This is an optimization exercise on Yosys and OpenROAD, whose aim is small area, a short achievable clock period and few clock cycles per item, not a production implementation.
Where RTL was checked, it was by simulation tests only, not by an equivalence proof against the original.
No activity file was given, so power comes from the tool's default toggle rates.

==> inputs of v25 <==
// winograd_tile_serializer
module winograd_tile_serializer #(
  parameter int ROWS   = 8,
  parameter int COLS   = 10,
  parameter int DATA_W = 16
) (
  input  logic                         clk,
  input  logic                         rst_n,
  input  logic                         tile_valid,
  output logic                         tile_ready,
  input  logic [ROWS*COLS*DATA_W-1:0]  tile_data,
  output logic                         out_valid,
  input  logic                         out_ready,
  output logic [DATA_W-1:0]            out_data,
  output logic [$clog2(ROWS)-1:0]      out_row,
  output logic [$clog2(COLS)-1:0]      out_col,
  output logic                         out_last,
  output logic                         busy
);
==> module winograd_tile_serializer, before the edit <==
module winograd_tile_serializer #(
  parameter int ROWS   = 8,
  parameter int COLS   = 10,
  parameter int DATA_W = 16
) (
  input  logic                         clk,
  input  logic                         rst_n,
  input  logic                         tile_valid,
  output logic                         tile_ready,
  input  logic [ROWS*COLS*DATA_W-1:0]  tile_data,
  output logic                         out_valid,
  input  logic                         out_ready,
  output logic [DATA_W-1:0]            out_data,
  output logic [$clog2(ROWS)-1:0]      out_row,
  output logic [$clog2(COLS)-1:0]      out_col,
  output logic                         out_last,
  output logic                         busy
);
  localparam int RW = $clog2(ROWS);
  localparam int CW = $clog2(COLS);
  logic [ROWS-1:0][COLS-1:0][DATA_W-1:0] r_hold;
  logic            r_free;
  logic            r_rdy;
  logic [ROWS-1:0] r_rsel;
  logic [COLS-1:0] r_csel;
  logic              r_valid;
  logic [DATA_W-1:0] r_data;
  logic [RW-1:0]     r_row;
  logic [CW-1:0]     r_col;
  logic              r_last;
  logic              w_accept;
  logic              w_adv;
  logic              w_ptr_last;
  logic [RW-1:0]     w_row_bin;
  logic [CW-1:0]     w_col_bin;
  logic [DATA_W-1:0] w_rd;
  logic [DATA_W-1:0][ROWS-1:0] w_rowv;
  assign w_accept   = tile_valid && r_free;
  assign w_adv      = !r_valid || out_ready;
  assign w_ptr_last = r_rsel[ROWS-1] && r_csel[COLS-1];
  always_comb begin
    w_row_bin = '0;
    w_col_bin = '0;
    for (int r = 0; r < ROWS; r++) if (r_rsel[r]) w_row_bin = w_row_bin | RW'(r);
    for (int c = 0; c < COLS; c++) if (r_csel[c]) w_col_bin = w_col_bin | CW'(c);
  end
  for (genvar b = 0; b < DATA_W; b++) begin : g_bit
    for (genvar r = 0; r < ROWS; r++) begin : g_row
      logic [COLS-1:0] w_d;
      for (genvar c = 0; c < COLS; c++) begin : g_col
        assign w_d[c] = r_hold[r][c][b];
      end
      wg_and_or #(.N(COLS)) u_cmux (.i_sel(r_csel), .i_d(w_d), .o_y(w_rowv[b][r]));
    end
    wg_and_or #(.N(ROWS)) u_rmux (.i_sel(r_rsel), .i_d(w_rowv[b]), .o_y(w_rd[b]));
  end
  always_ff @(posedge clk) begin
    if (r_free) begin
      r_hold <= tile_data;
    end
  end
  always_ff @(posedge clk or negedge rst_n) begin
    if (!rst_n) begin
      r_free  <= 1'b1;
      r_rdy   <= 1'b1;
      r_valid <= 1'b0;
    end else begin
      if (w_adv) begin
        if (!r_free) begin
          r_valid <= 1'b1;
          if (w_ptr_last) begin
            r_free <= 1'b1;
            r_rdy  <= 1'b1;
          end
        end else if (tile_valid) begin
          r_valid <= 1'b1;
          r_free  <= 1'b0;
          r_rdy   <= 1'b0;
        end else begin
          r_valid <= 1'b0;
        end
      end else if (w_accept) begin
        r_free <= 1'b0;
        r_rdy  <= 1'b0;
      end
    end
  end
  always_ff @(posedge clk) begin
    if (w_adv) begin
      if (!r_free) begin
        r_data <= w_rd;
        r_row  <= w_row_bin;
        r_col  <= w_col_bin;
        r_last <= w_ptr_last;
        if (r_csel[COLS-1]) begin
          r_csel <= COLS'(1);
          r_rsel <= {r_rsel[ROWS-2:0], r_rsel[ROWS-1]};
        end else begin
          r_csel <= {r_csel[COLS-2:0], 1'b0};
        end
      end else begin
        r_data <= tile_data[DATA_W-1:0];
        r_row  <= '0;
        r_col  <= '0;
        r_last <= 1'b0;
        r_rsel <= ROWS'(1);
        r_csel <= COLS'(2);
      end
    end else if (w_accept) begin
      r_rsel <= ROWS'(1);
      r_csel <= COLS'(1);
    end
  end
  assign tile_ready = r_rdy;
  assign out_valid  = r_valid;
  assign busy       = r_valid;
  assign out_data   = r_data;
  assign out_row    = r_row;
  assign out_col    = r_col;
  assign out_last   = r_last;
endmodule
==> module wg_and_or, before the edit <==
module wg_and_or #(
  parameter int N = 8
) (
  input  logic [N-1:0] i_sel,
  input  logic [N-1:0] i_d,
  output logic         o_y
);
  localparam int N3 = N / 3;
  localparam int N1 = N - 3 * N3;
  logic [N3+N1-1:0] w_n;
  for (genvar g = 0; g < N3; g++) begin : g_aoi3
    wg_aoi3 u_aoi (.i_s(i_sel[3*g +: 3]), .i_d(i_d[3*g +: 3]), .o_n(w_n[g]));
  end
  for (genvar g = 0; g < N1; g++) begin : g_nand
    wg_nand2 u_nand (.i_s(i_sel[3*N3+g]), .i_d(i_d[3*N3+g]), .o_n(w_n[N3+g]));
  end
  assign o_y = ~&w_n;
endmodule
==> module wg_aoi3, before the edit <==
module wg_aoi3 (
  input  logic [2:0] i_s,
  input  logic [2:0] i_d,
  output logic       o_n
);
  assign o_n = ~|(i_s & i_d);
endmodule
==> module wg_nand2, before the edit <==
module wg_nand2 (
  input  logic i_s,
  input  logic i_d,
  output logic o_n
);
  assign o_n = ~(i_s & i_d);
endmodule
clock: 7.0 ns
lec_check: 0
cap_margin: 20
core_area: 6 6 294 294
cts_buf_list: sky130_fd_sc_hd__clkbuf_8 sky130_fd_sc_hd__clkbuf_16
cts_cluster_diameter: 100
cts_cluster_size: 25
die_area: 0 0 300 300
setup_slack_margin: 4.4
slew_margin: 20
synth_hierarchical: 1
synth_minimum_keep_size: 0
tns_end_percent: 20
standard.sh (not shown) runs the stock make flow with config.mk's settings and CLKGATE_MAP_FILE= SYNTH_SCRIPT=/design/flow/synth_recipe.tcl, a recipe that flattens the netlist after the stock synthesis.
==> flow/flow/run.sh <==
#!/bin/bash
# The standard layout, with plain buf_1 cells as the port buffers and pins
# allowed on neighbouring routing tracks, so that a compact die fits them.
set -euo pipefail
bash standard.sh BUFFER_PORTS_ARGS="-buffer_cell sky130_fd_sc_hd__buf_1" \
  PLACE_PINS_ARGS="-min_distance 1 -min_distance_in_tracks" finish > standard_flow.log 2>&1
==> v31 (differences from v25) <==
--- a/flow/design.v
+++ b/flow/design.v
@@ -60,3 +60,3 @@
   logic            r_free;
-  logic            r_rdy;
+  logic            r_rdy_n;
   logic [ROWS-1:0] r_rsel;
@@ -92,3 +92,3 @@
     end
-    wg_and_or #(.N(ROWS)) u_rmux (.i_sel(r_rsel), .i_d(w_rowv[b]), .o_y(w_rd[b]));
+    wg_and_or2 #(.N(ROWS)) u_rmux (.i_sel(r_rsel), .i_d(w_rowv[b]), .o_y(w_rd[b]));
   end
@@ -102,3 +102,3 @@
       r_free  <= 1'b1;
-      r_rdy   <= 1'b1;
+      r_rdy_n <= 1'b0;
       r_valid <= 1'b0;
@@ -110,3 +110,3 @@
             r_free <= 1'b1;
-            r_rdy  <= 1'b1;
+            r_rdy_n <= 1'b0;
           end
@@ -115,3 +115,3 @@
           r_free  <= 1'b0;
-          r_rdy   <= 1'b0;
+          r_rdy_n <= 1'b1;
         end else begin
@@ -121,3 +121,3 @@
         r_free <= 1'b0;
-        r_rdy  <= 1'b0;
+        r_rdy_n <= 1'b1;
       end
@@ -151,3 +151,3 @@
   end
-  assign tile_ready = r_rdy;
+  assign tile_ready = !r_rdy_n;
   assign out_valid  = r_valid;
@@ -184,2 +184,22 @@
 endmodule
+module wg_and_or2 #(
+  parameter int N = 8
+) (
+  input  logic [N-1:0] i_sel,
+  input  logic [N-1:0] i_d,
+  output logic         o_y
+);
+  logic [N/2-1:0] w_n;
+  for (genvar g = 0; g < N/2; g++) begin : g_aoi2
+    wg_aoi2 u_aoi (.i_s(i_sel[2*g +: 2]), .i_d(i_d[2*g +: 2]), .o_n(w_n[g]));
+  end
+  assign o_y = ~&w_n;
+endmodule
+module wg_aoi2 (
+  input  logic [1:0] i_s,
+  input  logic [1:0] i_d,
+  output logic       o_n
+);
+  assign o_n = ~|(i_s & i_d);
+endmodule
 module wg_nand2 (
--- a/flow/config.mk
+++ b/flow/config.mk
@@ -8,3 +8,3 @@
 export CAP_MARGIN = 20
-export CORE_AREA = 6 6 294 294
+export CORE_AREA = 10 10 310 310
 export CTS_BUF_LIST = sky130_fd_sc_hd__clkbuf_8 sky130_fd_sc_hd__clkbuf_16
@@ -12,3 +12,3 @@
 export CTS_CLUSTER_SIZE = 25
-export DIE_AREA = 0 0 300 300
+export DIE_AREA = 0 0 320 320
 export SETUP_SLACK_MARGIN = 4.4
==> v32 (differences from v25) <==
--- a/flow/design.v
+++ b/flow/design.v
@@ -60,3 +60,2 @@
   logic            r_free;
-  logic            r_rdy;
   logic [ROWS-1:0] r_rsel;
@@ -102,3 +101,2 @@
       r_free  <= 1'b1;
-      r_rdy   <= 1'b1;
       r_valid <= 1'b0;
@@ -108,6 +106,3 @@
           r_valid <= 1'b1;
-          if (w_ptr_last) begin
-            r_free <= 1'b1;
-            r_rdy  <= 1'b1;
-          end
+          if (w_ptr_last) r_free <= 1'b1;
         end else if (tile_valid) begin
@@ -115,3 +110,2 @@
           r_free  <= 1'b0;
-          r_rdy   <= 1'b0;
         end else begin
@@ -121,3 +115,2 @@
         r_free <= 1'b0;
-        r_rdy  <= 1'b0;
       end
@@ -151,3 +144,3 @@
   end
-  assign tile_ready = r_rdy;
+  assign tile_ready = r_free;
   assign out_valid  = r_valid;
@@ -166,26 +159,3 @@
 );
-  localparam int N3 = N / 3;
-  localparam int N1 = N - 3 * N3;
-  logic [N3+N1-1:0] w_n;
-  for (genvar g = 0; g < N3; g++) begin : g_aoi3
-    wg_aoi3 u_aoi (.i_s(i_sel[3*g +: 3]), .i_d(i_d[3*g +: 3]), .o_n(w_n[g]));
-  end
-  for (genvar g = 0; g < N1; g++) begin : g_nand
-    wg_nand2 u_nand (.i_s(i_sel[3*N3+g]), .i_d(i_d[3*N3+g]), .o_n(w_n[N3+g]));
-  end
-  assign o_y = ~&w_n;
+  assign o_y = |(i_sel & i_d);
 endmodule
-module wg_aoi3 (
-  input  logic [2:0] i_s,
-  input  logic [2:0] i_d,
-  output logic       o_n
-);
-  assign o_n = ~|(i_s & i_d);
-endmodule
-module wg_nand2 (
-  input  logic i_s,
-  input  logic i_d,
-  output logic o_n
-);
-  assign o_n = ~(i_s & i_d);
-endmodule
==> flow/flow/run.sh (replaced) <==
#!/bin/bash
# The standard layout, with plain buf_1 cells as the port buffers.
set -euo pipefail
bash standard.sh BUFFER_PORTS_ARGS="-buffer_cell sky130_fd_sc_hd__buf_1" finish > standard_flow.log 2>&1
--- a/flow/config.mk
+++ b/flow/config.mk
@@ -8,8 +8,5 @@
 export CAP_MARGIN = 20
-export CORE_AREA = 6 6 294 294
-export CTS_BUF_LIST = sky130_fd_sc_hd__clkbuf_8 sky130_fd_sc_hd__clkbuf_16
-export CTS_CLUSTER_DIAMETER = 100
-export CTS_CLUSTER_SIZE = 25
-export DIE_AREA = 0 0 300 300
-export SETUP_SLACK_MARGIN = 4.4
+export CORE_AREA = 5 5 305 305
+export DIE_AREA = 0 0 310 310
+export SETUP_SLACK_MARGIN = 3.0
 export SLEW_MARGIN = 20
==> v14 (differences from v25) <==
--- a/flow/design.v
+++ b/flow/design.v
@@ -60,3 +60,2 @@
   logic            r_free;
-  logic            r_rdy;
   logic [ROWS-1:0] r_rsel;
@@ -102,3 +101,2 @@
       r_free  <= 1'b1;
-      r_rdy   <= 1'b1;
       r_valid <= 1'b0;
@@ -108,6 +106,3 @@
           r_valid <= 1'b1;
-          if (w_ptr_last) begin
-            r_free <= 1'b1;
-            r_rdy  <= 1'b1;
-          end
+          if (w_ptr_last) r_free <= 1'b1;
         end else if (tile_valid) begin
@@ -115,3 +110,2 @@
           r_free  <= 1'b0;
-          r_rdy   <= 1'b0;
         end else begin
@@ -121,3 +115,2 @@
         r_free <= 1'b0;
-        r_rdy  <= 1'b0;
       end
@@ -151,3 +144,3 @@
   end
-  assign tile_ready = r_rdy;
+  assign tile_ready = r_free;
   assign out_valid  = r_valid;
@@ -166,26 +159,3 @@
 );
-  localparam int N3 = N / 3;
-  localparam int N1 = N - 3 * N3;
-  logic [N3+N1-1:0] w_n;
-  for (genvar g = 0; g < N3; g++) begin : g_aoi3
-    wg_aoi3 u_aoi (.i_s(i_sel[3*g +: 3]), .i_d(i_d[3*g +: 3]), .o_n(w_n[g]));
-  end
-  for (genvar g = 0; g < N1; g++) begin : g_nand
-    wg_nand2 u_nand (.i_s(i_sel[3*N3+g]), .i_d(i_d[3*N3+g]), .o_n(w_n[N3+g]));
-  end
-  assign o_y = ~&w_n;
+  assign o_y = |(i_sel & i_d);
 endmodule
-module wg_aoi3 (
-  input  logic [2:0] i_s,
-  input  logic [2:0] i_d,
-  output logic       o_n
-);
-  assign o_n = ~|(i_s & i_d);
-endmodule
-module wg_nand2 (
-  input  logic i_s,
-  input  logic i_d,
-  output logic o_n
-);
-  assign o_n = ~(i_s & i_d);
-endmodule
==> flow/flow/run.sh (replaced) <==
#!/bin/bash
# The standard layout, with plain buf_1 cells as the port buffers.
set -euo pipefail
bash standard.sh BUFFER_PORTS_ARGS="-buffer_cell sky130_fd_sc_hd__buf_1" finish > standard_flow.log 2>&1
--- a/flow/config.mk
+++ b/flow/config.mk
@@ -8,8 +8,5 @@
 export CAP_MARGIN = 20
-export CORE_AREA = 6 6 294 294
-export CTS_BUF_LIST = sky130_fd_sc_hd__clkbuf_8 sky130_fd_sc_hd__clkbuf_16
-export CTS_CLUSTER_DIAMETER = 100
-export CTS_CLUSTER_SIZE = 25
-export DIE_AREA = 0 0 300 300
-export SETUP_SLACK_MARGIN = 4.4
+export CORE_AREA = 10 10 450 450
+export DIE_AREA = 0 0 460 460
+export SETUP_SLACK_MARGIN = 3.0
 export SLEW_MARGIN = 20
==> results.txt <==
Seq cells post-synth -> 1325
area of the multi-input gates -> 6560 µm²
status -> timing/DRC/antenna clean
clk latency of the worst-skew pair -> 680 ps
logic gate share of total power -> 10.9%
placed cell area -> 53200 µm²
Net Switching -> 3.57 mW
met2 WL -> 80.6 mm
Post-Layout Inst Area -> 55500 µm²
core area -> 88800 µm²
Non-clock buffers -> 1367
PostCTS Resize Cnt -> 29
initial antenna violation count -> 215
commonest non-fill, non-tap cell in the layout -> edfxtp_1
P_clk -> 3.86 mW
CP delay by family, top -> flip-flops
CTS clk-pin slew, worst paths -> 100 ps
Top pwr grp -> registers
sw frac -> 23.8%
CP Launch Type -> flip-flop
crit end category -> primary output
# the run above: v31

==> results.txt <==
Err -> [ERROR PPL-0024] Number of IO pins (1311) exceeds maximum number of available positions (1118). Increase the die perimeter from 1240.00um to 1782.96um.
Fail Step -> I/O pin placement (3_2_place_iop)
Synth Area in Compound Gates -> 13.5%
Syn Inst Count -> 2239
status -> aborted with a tool error
ranking of synthesized cells by area -> edfxtp_1, a22oi_1, a221oi_2
Net Count, Synth -> 3523
Post-Syn Area per Cell -> 21.2 µm²
Simple-Gate Fraction of Synth Area -> 2.36%
Seq cells post-synth -> 1324
area leader, netlist -> edfxtp_1
# the run above: v32

==> results.txt <==
CP Launch Type -> flip-flop
Top pwr grp -> registers
area of the multi-input gates -> 6160 µm²
Net Switching -> 3.65 mW
Seq cells post-synth -> 1325
clk latency of the worst-skew pair -> 690 ps
P_clk -> 3.83 mW
met2 WL -> 81.9 mm
CP delay by family, top -> compound AO/OA/AOI/OAI gates
placed cell area -> 52600 µm²
logic gate share of total power -> 12.1%
PostCTS Resize Cnt -> 118
Non-clock buffers -> 1446
core area -> 82100 µm²
status -> timing/DRC/antenna clean
# the run above: v25

==> results.txt <==
CTS clk-pin slew, worst paths -> 60 ps
CP Launch Type -> flip-flop
PostCTS Resize Cnt -> 0
status -> timing/DRC/antenna clean
sw frac -> 25.8%
Non-clock buffers -> 1378
area of the multi-input gates -> 7780 µm²
clk latency of the worst-skew pair -> 800 ps
commonest non-fill, non-tap cell in the layout -> edfxtp_1
placed cell area -> 56300 µm²
Net Switching -> 4.91 mW
crit end category -> flip-flop
# the run above: v14

Testbench counts of v25, summed over its fixed seeds: cycles 15,368, items 15,360.
Testbench counts of v31, summed over its fixed seeds: cycles 15,368, items 15,360.
Function not checked in v32 and v14: the RTL went through the layout flow alone.

-- what the ideal ports hide --
No port has a modelled driver above. Below, the same layouts with a new extraction and two added sets of constraints.
Step 1 (the two cells are an assumption about what drives the block):
set clk [get_ports {clk}]
set_driving_cell -lib_cell sky130_fd_sc_hd__clkbuf_16 $clk
set_driving_cell -lib_cell sky130_fd_sc_hd__buf_2 [delete_from_list [all_inputs] $clk]
Step 2 times the ports against the registers' clock, not the clock port: input delays grow and output delays shrink by t, the midpoint of the rising clock arrivals with the driver on.
a / b / c = ideal / step 1 / step 2; a / b = the first two.
| run | shift t [ns] | setup WS [ns] | slew at the worst register clock pin (ns) | cell pins on the clock port's net |
|---|---|---|---|---|
| v25 | 0.750 | 3.928 / 3.928 / 3.877 | 0.10 / 0.10 | 1 |
| v31 | 0.738 | 4.307 / 4.236 / 4.175 | 0.10 / 0.10 | 1 |
| v14 | 0.857 | 3.588 / 3.551 / 3.588 | 0.07 / 0.07 | 1 |
After both steps setup and hold are still met in every run listed. The setup slack of v31, which loses most, moves by -0.071 ns with the drivers and by -0.132 ns with both steps.
